This design comes from an exercise in tuning for small area, a short achievable clock period and few clock cycles per item on the open sky130 flow, not from production work.
The RTL was checked by simulation tests, not by an equivalence proof against the original design.
Power and IR drop assume default switching activity.

==> flow/design.v (excerpt) <==
module modular_exponentiation_core
(
	input logic clk,
	input logic arst_n,
	input logic cfg_valid,
	output logic cfg_ready,
	input logic [mexp_pkg::FIELD_W-1:0] cfg_modulus,
	input logic req_valid,
	output logic req_ready,
	input logic [mexp_pkg::FIELD_W-1:0] req_message,
	input logic [mexp_pkg::FIELD_W-1:0] req_exponent,
	output logic rsp_valid,
	input logic rsp_ready,
	output logic [mexp_pkg::FIELD_W-1:0] rsp_power_mod
);
Size in the first run: about 1,600 cells after synthesis, ~15,000 µm² of cells after synthesis.
clock: 8.0 ns
lec_check: 0
cap_margin: 20
core_margin: 2
core_utilization: 40
setup_slack_margin: 4.6
slew_margin: 20
run.sh (not shown) runs the stock make flow with config.mk's settings and CLKGATE_MAP_FILE= SYNTH_SCRIPT=/design/flow/synth_recipe.tcl, a recipe that flattens the netlist after the stock synthesis.
The starting point ran to the end with no violations.
Testbench counts at the start, summed over its fixed seeds: cycles 288,092, items 192.
Edit:
SETUP_SLACK_MARGIN = 4.2   (was 4.6)
What happened: Clock power went down by a few percent. Worst hold slack barely changes. Count of clock-buffer cells in the layout fell by 5.

========
Another version of the RTL of modular_exponentiation_core (not shown whole).
Size in the first run: roughly 2000 cells after synthesis, about 140 I/O pins, roughly 16000 um^2 of cells after synthesis.
Settings: LEC_CHECK=0, ABC_AREA=1, CAP_MARGIN=20, CORE_MARGIN=2, CORE_UTILIZATION=40, SETUP_SLACK_MARGIN=4.0, SLEW_MARGIN=20; clock period 8.0 ns.
The starting point finished clean.
Testbench counts at the start, summed over its fixed seeds: cycles 288,092, items 192.
Next try:
- ABC_AREA: 1 -> unset
- SETUP_SLACK_MARGIN: 4.0 -> 4.5
After rerunning: Core utilization went up by 4.3 points. Design area went up by a few percent. Maximum frequency went up by a few percent. Area after synthesis went down by a few percent. Setup slack improves by 0.088 ns. First-iteration DRC count went up by roughly a tenth. Worst hold slack hardly moves. Global-route usage went up by 0.22 points. Clock skew went up by 0.0092 ns. Flip-flop and latch count is unchanged. Routed wire length went down slightly.
Next try:
- CORE_UTILIZATION: 40 -> 60
- PLACE_DENSITY: unset -> 0.75
Core utilization climbs by 25 points.
Non-clock buffer count shrinks by 7.
Routed wire length went down by 1.9%.
Synthesized cell count stays the same.
Hold slack hardly moves.
Global-route usage went up by 9.9 points.
Worst setup slack degrades by 0.11 ns.
Total power rose by 2.6%.
Cell area falls by 1.3%.
Next try:
- CORE_UTILIZATION: 60 -> 40
- PLACE_DENSITY: 0.75 -> unset
- SETUP_SLACK_MARGIN: 4.5 -> 3.5
The new run completed without violations.
Clock power is lower by about 9%.
Via count is lower by 8.4%.
First-iteration DRC count drops by 29%.
Routed wire length decreases by 6.5%.
Critical path depth falls by 2.
Synthesized cell count is unchanged.
Combinational power falls by 26%.
Setup slack gets worse by 0.44 ns.
Global-route usage fell by 11 points.
Area after synthesis is unchanged.
Cell area decreases by 7.8%.
Next try:
- SETUP_SLACK_MARGIN: 3.5 -> 4.0
Result:
- cell count came out higher by 0.61%
- routed wire length grows by 0.62%
- count of clock-buffer cells in the layout increases by 8
- via count came out higher by 0.52%
- global-route usage stays flat
- cell area increases by 2.8%
- setup slack improved by 0.41 ns

========
== exp/xenon ==
modular_exponentiation_core with an RTL version that a note above also has.
Size: about 1,600 cells after synthesis, about 0.015 mm2 of cells after synthesis.
clock: 8.0 ns
lec_check: 0
cap_margin: 20
core_margin: 2
core_utilization: 55
setup_slack_margin: 4.2
slew_margin: 20
exp/xenon did not stop at any stage, and its layout met the timing, design-rule and antenna checks.
Testbench counts of exp/xenon, summed over its fixed seeds: cycles 288,092, items 192.
Changes in exp/ember relative to exp/xenon:
# exp/xenon
export LEC_CHECK = 0
export CAP_MARGIN = 20
export CORE_MARGIN = 2
export CORE_UTILIZATION = 55
export SETUP_SLACK_MARGIN = 4.2
export SLEW_MARGIN = 20
create_clock -name core_clock -period 8.0 [get_ports {clk}]
# exp/ember
export LEC_CHECK = 0
export CAP_MARGIN = 20
export CORE_MARGIN = 2
export CORE_UTILIZATION = 40
export PLACE_DENSITY = 0.75
export SETUP_SLACK_MARGIN = 4.1
export SLEW_MARGIN = 20
create_clock -name core_clock -period 8.0 [get_ports {clk}]
==> run summary <==
- As of exp/ember, final instance area had fallen slightly compared to exp/xenon.
- exp/ember vs exp/xenon: total power down by a few percent
- Any difference in area fraction in compound gates after synthesis between exp/xenon and exp/ember is small enough to ignore.
- Tap cell instance count (exp/ember / exp/xenon): 1.4
- Number of nets with antenna violations after detailed routing: exp/xenon vs exp/ember identical
- Taking exp/xenon as the reference, in exp/ember sequential standard cell area level; number of antenna violations at the first check in global routing level.
- Overall track demand over capacity in global routing, exp/xenon and exp/ember, lower one = exp/ember.
- Critical path depth: exp/ember vs exp/xenon up 2
Relative to exp/ember, the following input files were edited for exp/yarrow:
# exp/ember
export LEC_CHECK = 0
export CAP_MARGIN = 20
export CORE_MARGIN = 2
export CORE_UTILIZATION = 40
export PLACE_DENSITY = 0.75
export SETUP_SLACK_MARGIN = 4.1
export SLEW_MARGIN = 20
create_clock -name core_clock -period 8.0 [get_ports {clk}]
# exp/yarrow
export LEC_CHECK = 0
export CAP_MARGIN = 20
export CORE_MARGIN = 2
export CORE_UTILIZATION = 40
export PLACE_DENSITY = 0.75
export SETUP_SLACK_MARGIN = 4.3
export SLEW_MARGIN = 20
create_clock -name core_clock -period 8.0 [get_ports {clk}]
Results
The number of setup buffers added after CTS reported for exp/yarrow is greater than that of exp/ember by 5. From exp/ember to exp/yarrow the numbers moved as follows: clock network fraction of design power now larger; worst path setup slack after routing now smaller; sequential share of cell area now smaller. Relative to exp/ember, non-clock buffer count has increased by 12 in exp/yarrow. h_q[5] as the capturing instance or port of the critical path was reported by exp/ember, and h_q[4] by exp/yarrow.
Here is what was changed in the inputs of exp/pepper compared with exp/yarrow.
# exp/yarrow
export LEC_CHECK = 0
export CAP_MARGIN = 20
export CORE_MARGIN = 2
export CORE_UTILIZATION = 40
export PLACE_DENSITY = 0.75
export SETUP_SLACK_MARGIN = 4.3
export SLEW_MARGIN = 20
create_clock -name core_clock -period 8.0 [get_ports {clk}]
# exp/pepper
export LEC_CHECK = 0
export CAP_MARGIN = 20
export CORE_MARGIN = 2
export CORE_UTILIZATION = 40
export SETUP_SLACK_MARGIN = 4.0
export SLEW_MARGIN = 20
create_clock -name core_clock -period 8.0 [get_ports {clk}]
[summary]
exp/pepper: all stages complete, timing, DRC and antenna checks passed
exp/pepper: met1 usage in global routing 2.7 points above exp/yarrow
Post-route cell area (exp/pepper vs. exp/yarrow) decreases slightly
exp/pepper — critical path depth 2 lower, exp/yarrow as reference
exp/pepper vs. exp/yarrow: share of the cycle needed by the critical path after routing picked up an extra 1.3 points; share of total power in the clock network picked up an extra 1.7 points; utilization lost 0.73 points; met2 track demand over resource lost 1.6 points; worst-case hold slack lost 16 ps.
The lower share of power burned in combinational logic came out of exp/pepper.
The final reports for exp/pepper and exp/yarrow show met3 global-route usage lower in the former.
Compared exp/pepper vs exp/yarrow, and total clock buffers created by CTS is up in exp/pepper.

========
Setup of run 1:
modular_exponentiation_core again, from the RTL that the note above started with.
Settings: LEC_CHECK=0, CAP_MARGIN=20, CORE_MARGIN=2, CORE_UTILIZATION=40, PLACE_DENSITY=0.75, SETUP_SLACK_MARGIN=4.2, SLEW_MARGIN=20; clock period 8.0 ns.
standard.sh (not shown) runs the stock make flow with config.mk's settings and CLKGATE_MAP_FILE= SYNTH_SCRIPT=/design/flow/synth_recipe.tcl, a recipe that flattens the netlist after the stock synthesis.
==> flow/flow/run.sh <==
#!/bin/bash
# The standard layout, with the port buffers taken as the smallest buffer
# (sky130_fd_sc_hd__buf_1) instead of the delay buffer buffer_ports picks
# by itself (every input and output port still gets its buffer), and with
# gate sizing free to change a cell's footprint.
set -e
export BUFFER_PORTS_ARGS="-buffer_cell sky130_fd_sc_hd__buf_1"
bash standard.sh MATCH_CELL_FOOTPRINT=0 finish > standard.log 2>&1
Run 1: all stages complete, timing, DRC and antenna checks passed
Testbench counts of run 1, summed over its fixed seeds: cycles 288,092, items 192.
[inputs] run 2 vs run 1
Settings: SETUP_SLACK_MARGIN changed from 4.2 to 3.8; PLACE_DENSITY removed (was 0.75).
==> flow/run.sh (new file) <==
#!/bin/bash
# synth_recipe.tcl (not shown) runs the flow's synth.tcl, then flattens the netlist and writes it again
# the make line also repeats each setting of config.mk as NAME=value (left out here)
make -C /OpenROAD-flow-scripts/flow DESIGN_CONFIG=/design/flow/config.mk WORK_HOME=/design/flow/orfs CLKGATE_MAP_FILE= SYNTH_SCRIPT=/design/flow/synth_recipe.tcl finish
removed: flow/flow/run.sh
removed: flow/standard.sh
### Flow results
The run with more routed wire is run 1, not run 2.
Run 2 against run 1; first-pass GRT wire length is down slightly.
Upper clock frequency limit was lower in run 2 than in run 1.
Clock-cell share of area in run 2 vs run 1: up 0.58 points
Run 2 vs run 1: worst setup slack down in run 2
Between run 1 and run 2, the count of clock-buffer cells in the layout is higher for run 1.
The sequential share of layout area reported for run 2 is smaller than that of run 1 by 0.98 points.
Total power of the final layout: run 1 vs run 2, no meaningful difference
b_q as the origin of the worst setup path was reported by run 2, and ls_q[0] by run 1.
Modified inputs, run 3 compared to run 2
Settings: PLACE_DENSITY: unset -> 0.75; SETUP_SLACK_MARGIN: 3.8 -> 4.2.
==> flow/flow/run.sh (new file) <==
#!/bin/bash
# The standard layout, with the port buffers taken as the smallest buffer
# (sky130_fd_sc_hd__buf_1) instead of the delay buffer buffer_ports picks
# by itself. Every input and output port still gets its buffer.
set -e
export BUFFER_PORTS_ARGS="-buffer_cell sky130_fd_sc_hd__buf_1"
bash standard.sh > standard.log 2>&1
==> flow/standard.sh (new file) <==
#!/bin/bash
# synth_recipe.tcl (not shown) runs the flow's synth.tcl, then flattens the netlist and writes it again
# the make line also repeats each setting of config.mk as NAME=value (left out here)
make -C /OpenROAD-flow-scripts/flow DESIGN_CONFIG=/design/flow/config.mk WORK_HOME=/design/flow/orfs CLKGATE_MAP_FILE= SYNTH_SCRIPT=/design/flow/synth_recipe.tcl "${@:-finish}"
removed: flow/run.sh
--- outcome ---
Looking at clock buffer count in the final layout across run 2 and run 3, the one that comes out higher is run 3.
Proportion of power drawn by combinational gates: run 3 vs run 2 up 2.2 points
[run 3] fraction of area in multi-input gates rose 3.3 points relative to run 2

========
== tundra ==
modular_exponentiation_core again, from the RTL that the note above started with.
export LEC_CHECK = 0
export CAP_MARGIN = 10
export CORE_MARGIN = 2
export CORE_UTILIZATION = 40
export PLACE_DENSITY = 0.75
export SETUP_SLACK_MARGIN = 4.2
export SLEW_MARGIN = 10
create_clock -name core_clock -period 8.0 [get_ports {clk}]
run.sh (not shown) runs the stock make flow with config.mk's settings and CLKGATE_MAP_FILE= SYNTH_SCRIPT=/design/flow/synth_recipe.tcl, a recipe that flattens the netlist after the stock synthesis.
Stock flow here: none of the scripts above is used.
Testbench counts of tundra, summed over its fixed seeds: cycles 288,092, items 192.
## Diff of input files: ember against tundra
diff --git a/flow/config.mk b/flow/config.mk
--- a/flow/config.mk
+++ b/flow/config.mk
@@ -8 +8 @@
-export CAP_MARGIN = 10
+export CAP_MARGIN = 20
@@ -11,3 +11,3 @@
-export PLACE_DENSITY = 0.75
-export SETUP_SLACK_MARGIN = 4.2
-export SLEW_MARGIN = 10
+export PLACE_DENSITY = 0.85
+export SETUP_SLACK_MARGIN = 4.3
+export SLEW_MARGIN = 20
Findings:
Diff ember and tundra: net switching power lower in tundra
When the final numbers for ember and tundra were put side by side, the average wire per standard cell turned out to be greater in ember.
Relative to tundra, maximum VDD drop has gone up in ember.
For tundra, the cell with the largest stage delay on the worst path was sky130_fd_sc_hd__fa_1, unlike ember, where it was sky130_fd_sc_hd__fa_2.
On ember: weighted congestion at the end of routability-driven global placement is 5.2% higher than what tundra gave.
Looking at sequential share of layout area, ember sits 0.96 points below tundra.
Wire: ember routes more than tundra
The final period demand of the worst path reported for ember is smaller than that of tundra by 0.012 ns.
Mux contribution to synthesized area came out exactly the same in ember and tundra.
The inputs of onyx differ from those of ember as listed below.
diff --git a/flow/config.mk b/flow/config.mk
--- a/flow/config.mk
+++ b/flow/config.mk
@@ -11,2 +11,2 @@
-export PLACE_DENSITY = 0.85
-export SETUP_SLACK_MARGIN = 4.3
+export PLACE_DENSITY = 0.75
+export SETUP_SLACK_MARGIN = 4.2
### Flow results
- Non-clock buffer count on onyx is down relative to ember.
- onyx -> ember: maximum level of the CTS H-tree delta 0, exact match
- onyx vs. ember: area used by multi-input combinational logic dropped 3.2%; minimum period implied by the final worst setup slack went up 0.012 ns.

## separate check: timing with driven ports
In the flow no input, the clock included, has a driving cell. The finished layouts below were timed again as built, in two steps.
Step 1 (the two cells are an assumption about what drives the block):
set clk [get_ports {clk}]
set_driving_cell -lib_cell sky130_fd_sc_hd__clkbuf_16 $clk
set_driving_cell -lib_cell sky130_fd_sc_hd__buf_2 [delete_from_list [all_inputs] $clk]
Step 2 moves the port delays by t, midway between the first and last clock arrival at a register: inputs arrive t later, outputs are due t later. That takes back most of the time a late clock gives input paths.
Slacks: ideal ports / drivers / drivers and shift; pairs: ideal ports / drivers.
run | t (ns) | slack for setup (ns) | worst setup path at the end | slew at the worst register clock pin (ns)
the first run of note 1 | 0.584 | 4.319 / 4.319 / 4.319 | register to register | 0.07 / 0.07
the second run of note 1 | 0.598 | 4.287 / 4.287 / 4.287 | register to register | 0.06 / 0.06
the first run of note 2 | 0.603 | 4.211 / 4.211 / 4.211 | register to register | 0.07 / 0.07
the second run of note 2 | 0.595 | 4.298 / 4.298 / 4.298 | register to register | 0.07 / 0.07
the third run of note 2 | 0.581 | 4.188 / 4.188 / 4.188 | register to register | 0.07 / 0.07
the fourth run of note 2 | 0.589 | 3.753 / 3.753 / 3.753 | register to register | 0.06 / 0.06
the fifth run of note 2 | 0.593 | 4.165 / 4.165 / 4.165 | register to register | 0.06 / 0.06
exp/xenon | 0.585 | 4.268 / 4.268 / 4.268 | register to register | 0.06 / 0.06
exp/ember | 0.568 | 4.212 / 4.212 / 4.212 | register to register | 0.06 / 0.06
exp/yarrow | 0.565 | 4.185 / 4.185 / 4.185 | register to register | 0.06 / 0.06
exp/pepper | 0.605 | 4.084 / 4.084 / 4.084 | register to register | 0.06 / 0.06
run 1 | 0.584 | 4.170 / 4.170 / 4.170 | register to register | 0.07 / 0.07
run 2 | 0.605 | 3.972 / 3.972 / 3.972 | register to register | 0.06 / 0.06
run 3 | 0.584 | 4.170 / 4.170 / 4.170 | register to register | 0.07 / 0.07
tundra | 0.571 | 4.253 / 4.253 / 4.253 | register to register | 0.06 / 0.06
ember | 0.582 | 4.266 / 4.266 / 4.266 | register to register | 0.07 / 0.07
onyx | 0.571 | 4.253 / 4.253 / 4.253 | register to register | 0.06 / 0.06
After both steps setup and hold are still met in every run listed.
